This is an optimization exercise on Yosys and OpenROAD, whose aim is small area, a short achievable clock period and few clock cycles, not a production implementation.
Function was checked by simulation only, so behaviour that the tests miss may differ from the original.
No activity file was given, so power comes from the tool's default toggle rates.

### flow/design.v
package efsa_pkg;
    localparam int MAX_SERVERS = 16;
    localparam int SRV_W       = (MAX_SERVERS > 1) ? $clog2(MAX_SERVERS) : 1;
    localparam int CNT_W       = $clog2(MAX_SERVERS + 1);
    localparam int MODE_W      = 2;
    localparam int INDEX_W     = 4;
    localparam int AMOUNT_W    = 8;
    localparam int UNIT_W      = 8;
    localparam int PROD_W      = AMOUNT_W + UNIT_W;
    localparam int TIME_W      = 32;
    localparam int CFG_W       = 5;
    localparam int QUEUE_DEPTH = 2;
    localparam int QPTR_W      = $clog2(QUEUE_DEPTH);
    localparam int QCNT_W      = $clog2(QUEUE_DEPTH + 1);
    localparam int REQ_W       = MODE_W + INDEX_W + AMOUNT_W;
    localparam int RES_W       = INDEX_W + TIME_W + TIME_W + 1;
    typedef enum logic [MODE_W-1:0] {
        OP_LOAD  = 2'd0,
        OP_JOB   = 2'd1,
        OP_CLEAR = 2'd2,
        OP_NOP   = 2'd3
    } op_t;
    typedef struct packed {
        op_t                 op;
        logic [INDEX_W-1:0]  server_index;
        logic [AMOUNT_W-1:0] amount;
    } request_t;
    typedef struct packed {
        logic [INDEX_W-1:0] assigned_server;
        logic [TIME_W-1:0]  server_finish;
        logic [TIME_W-1:0]  makespan;
        logic               saturated;
    } result_t;
    function automatic logic [CNT_W-1:0] servers_in_use(input logic [CFG_W-1:0] cfg);
        logic [CNT_W-1:0] n;
        n = '0;
        if (cfg == '0)
        begin
            n = CNT_W'(1);
        end
        else if (32'(cfg) > 32'(MAX_SERVERS))
        begin
            n = CNT_W'(MAX_SERVERS);
        end
        else
        begin
            n = CNT_W'(cfg);
        end
        servers_in_use = n;
    endfunction
endpackage
module efsa_front (
    input  logic                           clk,
    input  logic                           rst_n,
    input  logic                           push,
    output logic                           full,
    input  logic [efsa_pkg::MODE_W-1:0]    mode,
    input  logic [efsa_pkg::INDEX_W-1:0]   server_index,
    input  logic [efsa_pkg::AMOUNT_W-1:0]  amount,
    output logic                           req_valid,
    output efsa_pkg::request_t             req,
    input  logic                           req_take
);
    logic [efsa_pkg::REQ_W-1:0] mem_reg [efsa_pkg::QUEUE_DEPTH];
    logic [efsa_pkg::QPTR_W-1:0]     wr_ptr_reg, wr_ptr_next;
    logic [efsa_pkg::QPTR_W-1:0]     rd_ptr_reg, rd_ptr_next;
    logic [efsa_pkg::QCNT_W-1:0]     count_reg, count_next;
    efsa_pkg::request_t              decoded;
    logic                            do_write;
    logic                            do_read;
    always_comb
    begin
        decoded.server_index = server_index;
        decoded.amount       = amount;
        unique case (mode)
            efsa_pkg::OP_LOAD:  decoded.op = efsa_pkg::OP_LOAD;
            efsa_pkg::OP_JOB:   decoded.op = efsa_pkg::OP_JOB;
            efsa_pkg::OP_CLEAR: decoded.op = efsa_pkg::OP_CLEAR;
            default:            decoded.op = efsa_pkg::OP_NOP;
        endcase
    end
    assign full      = (count_reg == efsa_pkg::QCNT_W'(efsa_pkg::QUEUE_DEPTH));
    assign req_valid = (count_reg != '0);
    assign req       = mem_reg[rd_ptr_reg];
    assign do_write  = push && !full;
    assign do_read   = req_take && req_valid;
    always_comb
    begin
        wr_ptr_next = wr_ptr_reg;
        rd_ptr_next = rd_ptr_reg;
        count_next  = count_reg;
        if (do_write)
        begin
            wr_ptr_next = (32'(wr_ptr_reg) == efsa_pkg::QUEUE_DEPTH - 1) ? '0
                        : wr_ptr_reg + efsa_pkg::QPTR_W'(1);
        end
        if (do_read)
        begin
            rd_ptr_next = (32'(rd_ptr_reg) == efsa_pkg::QUEUE_DEPTH - 1) ? '0
                        : rd_ptr_reg + efsa_pkg::QPTR_W'(1);
        end
        if (do_write && !do_read)
        begin
            count_next = count_reg + efsa_pkg::QCNT_W'(1);
        end
        else if (!do_write && do_read)
        begin
            count_next = count_reg - efsa_pkg::QCNT_W'(1);
        end
    end
    always_ff @(posedge clk or negedge rst_n)
    begin
        if (!rst_n)
        begin
            wr_ptr_reg <= '0;
            rd_ptr_reg <= '0;
            count_reg  <= '0;
        end
        else
        begin
            wr_ptr_reg <= wr_ptr_next;
            rd_ptr_reg <= rd_ptr_next;
            count_reg  <= count_next;
        end
    end
    always_ff @(posedge clk)
    begin
        if (do_write)
        begin
            mem_reg[wr_ptr_reg] <= decoded;
        end
    end
endmodule
module efsa_back (
    input  logic                          clk,
    input  logic                          rst_n,
    input  logic [efsa_pkg::CFG_W-1:0]    num_servers_cfg,
    input  logic                          req_valid,
    input  efsa_pkg::request_t            req,
    output logic                          req_take,
    input  logic                          res_space,
    output logic                          res_push,
    output efsa_pkg::result_t             res_data
);
    typedef enum logic [3:0] {
        ST_IDLE = 4'b0001,
        ST_SCAN = 4'b0010,
        ST_MUL  = 4'b0100,
        ST_ADD  = 4'b1000
    } state_t;
    state_t                            state_reg, state_next;
    logic [efsa_pkg::TIME_W-1:0]       finish_reg [efsa_pkg::MAX_SERVERS];
    logic [efsa_pkg::UNIT_W-1:0]       unit_reg   [efsa_pkg::MAX_SERVERS];
    logic [efsa_pkg::SRV_W-1:0]        chosen_reg, chosen_next;
    logic [efsa_pkg::SRV_W-1:0]        idx_reg, idx_next;
    logic [efsa_pkg::TIME_W-1:0]       best_reg, best_next;
    logic [efsa_pkg::CNT_W-1:0]        placed_reg, placed_next;
    logic [efsa_pkg::TIME_W-1:0]       longest_reg, longest_next;
    logic [efsa_pkg::AMOUNT_W-1:0]     amount_reg, amount_next;
    logic [efsa_pkg::PROD_W-1:0]       prod_reg, prod_next;
    logic [efsa_pkg::CNT_W-1:0]        n_eff;
    logic [efsa_pkg::SRV_W-1:0]        rd_idx;
    logic [efsa_pkg::TIME_W-1:0]       finish_rd;
    logic [efsa_pkg::TIME_W:0]         sum;
    logic                              sat;
    logic [efsa_pkg::TIME_W-1:0]       finish_new;
    logic                              scan_last;
    logic                              unit_we;
    logic                              fin_we;
    logic                              clear_all;
    assign n_eff      = efsa_pkg::servers_in_use(num_servers_cfg);
    assign rd_idx     = (state_reg == ST_SCAN) ? idx_reg : chosen_reg;
    assign finish_rd  = finish_reg[rd_idx];
    assign sum        = {1'b0, finish_rd} + (efsa_pkg::TIME_W + 1)'(prod_reg);
    assign sat        = sum[efsa_pkg::TIME_W];
    assign finish_new = sat ? '1 : sum[efsa_pkg::TIME_W-1:0];
    assign scan_last  = (efsa_pkg::CNT_W'(idx_reg) + efsa_pkg::CNT_W'(1)) == n_eff;
    always_comb
    begin
        state_next   = state_reg;
        chosen_next  = chosen_reg;
        idx_next     = idx_reg;
        best_next    = best_reg;
        placed_next  = placed_reg;
        longest_next = longest_reg;
        amount_next  = amount_reg;
        prod_next    = prod_reg;
        req_take     = 1'b0;
        res_push     = 1'b0;
        unit_we      = 1'b0;
        fin_we       = 1'b0;
        clear_all    = 1'b0;
        res_data.assigned_server = '0;
        res_data.server_finish   = '0;
        res_data.makespan        = longest_reg;
        res_data.saturated       = 1'b0;
        unique case (state_reg)
            ST_IDLE:
            begin
                if (req_valid && res_space)
                begin
                    req_take = 1'b1;
                    case (req.op)
                        efsa_pkg::OP_LOAD:
                        begin
                            unit_we  = (32'(req.server_index) < 32'(efsa_pkg::MAX_SERVERS));
                            res_push = 1'b1;
                        end
                        efsa_pkg::OP_CLEAR:
                        begin
                            clear_all         = 1'b1;
                            placed_next       = '0;
                            longest_next      = '0;
                            res_data.makespan = '0;
                            res_push          = 1'b1;
                        end
                        efsa_pkg::OP_JOB:
                        begin
                            amount_next = req.amount;
                            if (placed_reg < n_eff)
                            begin
                                chosen_next = efsa_pkg::SRV_W'(placed_reg);
                                placed_next = placed_reg + efsa_pkg::CNT_W'(1);
                                state_next  = ST_MUL;
                            end
                            else
                            begin
                                chosen_next = '0;
                                best_next   = finish_reg[0];
                                idx_next    = efsa_pkg::SRV_W'(1);
                                state_next  = (n_eff == efsa_pkg::CNT_W'(1)) ? ST_MUL : ST_SCAN;
                            end
                        end
                        default:
                        begin
                            res_push = 1'b1;
                        end
                    endcase
                end
            end
            ST_SCAN:
            begin
                if (finish_rd < best_reg)
                begin
                    best_next   = finish_rd;
                    chosen_next = idx_reg;
                end
                if (scan_last)
                begin
                    state_next = ST_MUL;
                end
                else
                begin
                    idx_next = idx_reg + efsa_pkg::SRV_W'(1);
                end
            end
            ST_MUL:
            begin
                prod_next  = efsa_pkg::PROD_W'(amount_reg) * efsa_pkg::PROD_W'(unit_reg[chosen_reg]);
                state_next = ST_ADD;
            end
            ST_ADD:
            begin
                fin_we = 1'b1;
                if (finish_new > longest_reg)
                begin
                    longest_next = finish_new;
                end
                res_data.assigned_server = efsa_pkg::INDEX_W'(chosen_reg);
                res_data.server_finish   = finish_new;
                res_data.makespan        = (finish_new > longest_reg) ? finish_new : longest_reg;
                res_data.saturated       = sat;
                res_push                 = 1'b1;
                state_next               = ST_IDLE;
            end
            default:
            begin
                state_next = ST_IDLE;
            end
        endcase
    end
    always_ff @(posedge clk or negedge rst_n)
    begin
        if (!rst_n)
        begin
            state_reg   <= ST_IDLE;
            placed_reg  <= '0;
            longest_reg <= '0;
            for (int i = 0; i < efsa_pkg::MAX_SERVERS; i++)
            begin
                finish_reg[i] <= '0;
            end
        end
        else
        begin
            state_reg   <= state_next;
            placed_reg  <= placed_next;
            longest_reg <= longest_next;
            if (clear_all)
            begin
                for (int i = 0; i < efsa_pkg::MAX_SERVERS; i++)
                begin
                    finish_reg[i] <= '0;
                end
            end
            else if (fin_we)
            begin
                finish_reg[chosen_reg] <= finish_new;
            end
        end
    end
    always_ff @(posedge clk)
    begin
        chosen_reg <= chosen_next;
        idx_reg    <= idx_next;
        best_reg   <= best_next;
        amount_reg <= amount_next;
        prod_reg   <= prod_next;
        if (unit_we)
        begin
            unit_reg[efsa_pkg::SRV_W'(req.server_index)] <= req.amount;
        end
    end
endmodule
module efsa_result_queue (
    input  logic              clk,
    input  logic              rst_n,
    input  logic              res_push,
    input  efsa_pkg::result_t res_data,
    output logic              res_space,
    output logic              empty,
    input  logic              pop,
    output efsa_pkg::result_t head
);
    logic [efsa_pkg::RES_W-1:0] mem_reg [efsa_pkg::QUEUE_DEPTH];
    logic [efsa_pkg::QPTR_W-1:0]     wr_ptr_reg, wr_ptr_next;
    logic [efsa_pkg::QPTR_W-1:0]     rd_ptr_reg, rd_ptr_next;
    logic [efsa_pkg::QCNT_W-1:0]     count_reg, count_next;
    logic                            do_write;
    logic                            do_read;
    assign res_space = (count_reg != efsa_pkg::QCNT_W'(efsa_pkg::QUEUE_DEPTH));
    assign empty     = (count_reg == '0);
    assign head      = mem_reg[rd_ptr_reg];
    assign do_write  = res_push && res_space;
    assign do_read   = pop && !empty;
    always_comb
    begin
        wr_ptr_next = wr_ptr_reg;
        rd_ptr_next = rd_ptr_reg;
        count_next  = count_reg;
        if (do_write)
        begin
            wr_ptr_next = (32'(wr_ptr_reg) == efsa_pkg::QUEUE_DEPTH - 1) ? '0
                        : wr_ptr_reg + efsa_pkg::QPTR_W'(1);
        end
        if (do_read)
        begin
            rd_ptr_next = (32'(rd_ptr_reg) == efsa_pkg::QUEUE_DEPTH - 1) ? '0
                        : rd_ptr_reg + efsa_pkg::QPTR_W'(1);
        end
        if (do_write && !do_read)
        begin
            count_next = count_reg + efsa_pkg::QCNT_W'(1);
        end
        else if (!do_write && do_read)
        begin
            count_next = count_reg - efsa_pkg::QCNT_W'(1);
        end
    end
    always_ff @(posedge clk or negedge rst_n)
    begin
        if (!rst_n)
        begin
            wr_ptr_reg <= '0;
            rd_ptr_reg <= '0;
            count_reg  <= '0;
        end
        else
        begin
            wr_ptr_reg <= wr_ptr_next;
            rd_ptr_reg <= rd_ptr_next;
            count_reg  <= count_next;
        end
    end
    always_ff @(posedge clk)
    begin
        if (do_write)
        begin
            mem_reg[wr_ptr_reg] <= res_data;
        end
    end
endmodule
module earliest_finish_server_assign_top (
    input  logic                           clk,
    input  logic                           rst_n,
    input  logic                           push,
    output logic                           full,
    input  logic [efsa_pkg::MODE_W-1:0]    mode,
    input  logic [efsa_pkg::INDEX_W-1:0]   server_index,
    input  logic [efsa_pkg::AMOUNT_W-1:0]  amount,
    output logic                           empty,
    input  logic                           pop,
    output logic [efsa_pkg::INDEX_W-1:0]   assigned_server,
    output logic [efsa_pkg::TIME_W-1:0]    server_finish,
    output logic [efsa_pkg::TIME_W-1:0]    makespan,
    output logic                           saturated,
    input  logic                           cfg_valid,
    output logic                           cfg_ready,
    input  logic [efsa_pkg::CFG_W-1:0]     num_servers
);
    logic [efsa_pkg::CFG_W-1:0] num_servers_reg;
    logic                       req_valid;
    efsa_pkg::request_t         req;
    logic                       req_take;
    logic                       res_space;
    logic                       res_push;
    efsa_pkg::result_t          res_data;
    efsa_pkg::result_t          head;
    assign cfg_ready = 1'b1;
    always_ff @(posedge clk or negedge rst_n)
    begin
        if (!rst_n)
        begin
            num_servers_reg <= efsa_pkg::CFG_W'(efsa_pkg::MAX_SERVERS);
        end
        else if (cfg_valid && cfg_ready)
        begin
            num_servers_reg <= num_servers;
        end
    end
    efsa_front u_front (
        .clk          (clk),
        .rst_n        (rst_n),
        .push         (push),
        .full         (full),
        .mode         (mode),
        .server_index (server_index),
        .amount       (amount),
        .req_valid    (req_valid),
        .req          (req),
        .req_take     (req_take)
    );
    efsa_back u_back (
        .clk             (clk),
        .rst_n           (rst_n),
        .num_servers_cfg (num_servers_reg),
        .req_valid       (req_valid),
        .req             (req),
        .req_take        (req_take),
        .res_space       (res_space),
        .res_push        (res_push),
        .res_data        (res_data)
    );
    efsa_result_queue u_result_queue (
        .clk       (clk),
        .rst_n     (rst_n),
        .res_push  (res_push),
        .res_data  (res_data),
        .res_space (res_space),
        .empty     (empty),
        .pop       (pop),
        .head      (head)
    );
    assign assigned_server = head.assigned_server;
    assign server_finish   = head.server_finish;
    assign makespan        = head.makespan;
    assign saturated       = head.saturated;
endmodule
### flow/run.sh
#!/bin/bash
# synth_recipe.tcl (not shown) runs the flow's synth.tcl, then flattens the netlist and writes it again
# the make line also repeats each setting of config.mk as NAME=value (left out here)
make -C /OpenROAD-flow-scripts/flow DESIGN_CONFIG=/design/flow/config.mk WORK_HOME=/design/flow/orfs CLKGATE_MAP_FILE= SYNTH_SCRIPT=/design/flow/synth_recipe.tcl finish
### flow/config.mk
export PLATFORM = sky130hd
export DESIGN_NAME = earliest_finish_server_assign_top
export DESIGN_NICKNAME = earliest_finish_server_assign_top
export VERILOG_FILES = /design/flow/design.v
export SDC_FILE = /design/flow/constraint.sdc
export NUM_CORES = 4
export LEC_CHECK = 0
export CAP_MARGIN = 20
export CORE_MARGIN = 2
export CORE_UTILIZATION = 40
export SLEW_MARGIN = 20
### flow/constraint.sdc
create_clock -name core_clock -period 9.0 [get_ports {clk}]
set_input_delay 1.8000 -clock core_clock [delete_from_list [all_inputs] [get_ports {clk}]]
set_output_delay 1.8000 -clock core_clock [all_outputs]
set_load 0.01 [all_outputs]
==> notes.md <==
-- cell families after synthesis --
group | synth area share (%)
flip-flops | 54.8
other | 0.00823
AND/OR/NAND/NOR | 10.3
adder cells (fa/ha/maj) | 5.00
buffers and inverters | 4.55
XOR/XNOR | 0.900
AO/OA/AOI/OAI | 18.1
multiplexers | 6.32
-- power breakdown --
part | switching [W] | internal (W)
combinational | 0.00399 | 0.00270
sequential | 0.000449 | 0.00536
clock | 0.00181 | 0.00241
-- critical path: cells and delay by family (launching register included) --
family | cells | cell delay [ps]
AO/OA/AOI/OAI | 12 | 3120
AND/OR/NAND/NOR | 7 | 2020
buffers and inverters | 6 | 960
multiplexers | 2 | 840
adder cells (fa/ha/maj) | 3 | 760
flip-flops | 1 | 470
-- cell type report --
| class | count | area, um^2 |
|---|---|---|
| Fill cell | 10300 | 61100 |
| Sequential cell | 928 | 25000 |
| Multi-Input combinational cell | 2721 | 18700 |
| Clock buffer | 135 | 2810 |
| Timing Repair Buffer | 228 | 2090 |
| Tap cell | 1500 | 1880 |
| Inverter | 179 | 672 |
| Clock inverter | 53 | 568 |
| Antenna cell | 2 | 5.00 |
-- per-stage QoR --
step / instances / hold slack [ps] / cell area, um^2 / power [W] / setup slack [ps]
after detailed placement: 5553 / 481 / 48300 / 0.0126 / 524
final: 5746 / 498 / 51700 / 0.0167 / 527
after global placement: 5553 / 472 / 48300 / 0.0125 / 634
after CTS: 5741 / 496 / 51700 / 0.0168 / 516
after floorplan: 4156 / 450 / 45600 / 0.0104 / 1650
after global routing: 5744 / 522 / 51700 / 0.0178 / 56.6
-- worst paths after layout --
check | from | end | slack [ps] | cells past startpoint
setup reg to reg | u_back.state_reg[3] | u_result_queue.mem_reg[1][7] | 530 | 30
hold / removal | u_back.finish_reg[4][30] | u_back.finish_reg[4][30] | 500 | 1
min in group asynchronous | rst_n | u_back.finish_reg[2][16] | 1120 | 1
max in group asynchronous | rst_n | u_back.finish_reg[4][7] | 5920 | 3
setup / recovery | u_back.state_reg[3] | u_result_queue.mem_reg[1][7] | 530 | 30
hold reg to reg | u_back.finish_reg[4][30] | u_back.finish_reg[4][30] | 500 | 1
-- what timing repair did --
action | in CTS | in global routing
gates resized for setup | 0 | 1
setup endpoints to repair | 0 | 33
buffers inserted | 0 | 2
-- metal layers --
layer	global-route usage, %	vias to the layer above	part of all wire [%]
met5	0	-	0.0085
met3	5.06	364	8.4
met2	40.2	1621	46
met4	12.1	2	4.7
li1	-	15300	-
met1	35.0	17500	41
-- placed cells by master, fill, tap and decap left out, types with 103 or more instances in the layout --
cell / Yosys / routed
a21oi_1: 481 / 481
nand3_1: 158 / 157
nand2_1: 296 / 296
o21ai_0: 513 / 513
nor2_1: 137 / 121
buf_4: 6 / 123
edfxtp_1: 358 / 358
clkbuf_16: 0 / 103
ha_1: 123 / 123
dfrtp_1: 564 / 563
mux2_2: 122 / 122
inv_1: 178 / 178
==> impl_metrics.toml <==
[routing]
vias = 34800
first_iter_violations = 4081
wl_um = 153000
drt_pass1_iterations = 6
antenna_left = 0
drc_errors = 0
wl_per_cell_um = 26.6
vias_per_cell = 6.06

[global_routing]
grt_max_degree = 188
grt_use_total_pct = 25.9
antenna_found_initial = 3
overflow = 0
grt_pass1_vias = 33900
grt_pass1_wl_um = 227000

[sta]
max_slew_margin_pct = 12.7
period_share_pct = 94.1
finalSetupViolations = 0
hold_viol_final = 0
rsz0062_at_grt = "false"
report.final.slew_viol_count = 0
finalClockSkew_ps = 47.8
fin_setup_tns_ps = 0
layout_min_cycle_time_ps = 8470
worstMarginPinSlew_ps = 1310
max_freq_ghz = 0.118

[clocking]
cts_sinks = 928
cts_buffers = 100
cts_buffer_depth = 3
htreeDepth = 3
clk-insertion-delay-late_ps = 720
cts_root_buf = "clkbuf_16"
cts_tree = "done"
cts.clk_slew.worst_paths_ps = 70
hold_buffers = 0

[synth]
yosysSeqAreaShare_pct = 54.8
synth_most_common_cell = "dfrtp_1"
yosys-top-cells-area = "dfrtp_1, edfxtp_1, o21ai_0"
synth_fp_nets = 4340
syn_area_um2 = 45600
synth_commonest_cells = "dfrtp_1, o21ai_0, a21oi_1, edfxtp_1, nand2_1"
synth_top_flop_cell = "dfrtp_1"
avgSynthCellArea_um2 = 11.0
synthArstFlopShare_pct = 61.0
synth-edff-count = 358
synth_cells = 4156
synth_cell_types = 97
synth_area_leader_cell = "dfrtp_1"
synth-seq-cells = 928
yosysTopAreaCellShare_pct = 31.0
ys_warn_count = 5

[placed_design]
hpwl_um = 97700
io_buffers = 94
finalWeightedCongestion = 0.979

[critical_path]
worstSetupPathType = "reg2reg"
crit_fanout = 47
crit_path_max_incr_delay_ps = 740
crit_path_end_kind = "flop"
worst-endpoint-required_ps = 9480
critPathLaunchType = "flop"
slowest_stage = "or4b_4"
cp.arrival_ps = 8950

[min_path]
min_path_type = "reg2reg"

[floorplanning]
placementRows = 123
core_um2 = 113000
fp.dieW_um = 342
die_y_um = 342
ios = 96
initial_core_util_pct = 40.4
dieArea_um2 = 117000

[outcome]
status = "no timing/DRC/antenna violations"

[job]
drv_cap = 0

[final_layout]
drive_gt1_share_pct = 12.9
largest_reg_flops = 512
fin_util_pct = 45.9
fin_nets = 4342
area_growth_pct = 13.5

[power]
ir_worst_vdd_v = 0.000597
p_leak_nw = 21.6
power_density_nw_per_um2 = 323
Testbench counts, summed over its fixed seeds: cycles 45,168.

## static timing again, ports no longer ideal
No port has a modelled driver above. Below, the same layout with a new extraction and two added sets of constraints. Step 1 assumes that a clkbuf_16 drives the clock port and a buf_2 every other input. Step 2 times the ports against the registers' clock, not the clock port: input delays grow and output delays shrink by t, the midpoint of the rising clock arrivals with the driver on. Three values: no drivers, after step 1, after step 2; two values: the first two.
t (ns): 0.758
setup WS [ns]: 0.527 / 0.527 / 0.527
latest minus earliest clock arrival (ns): 0.048 / 0.048
After both steps setup and hold are still met in this run. For this run, drivers alone change the setup slack by 0.000 ns; drivers and shift together by 0.000 ns.
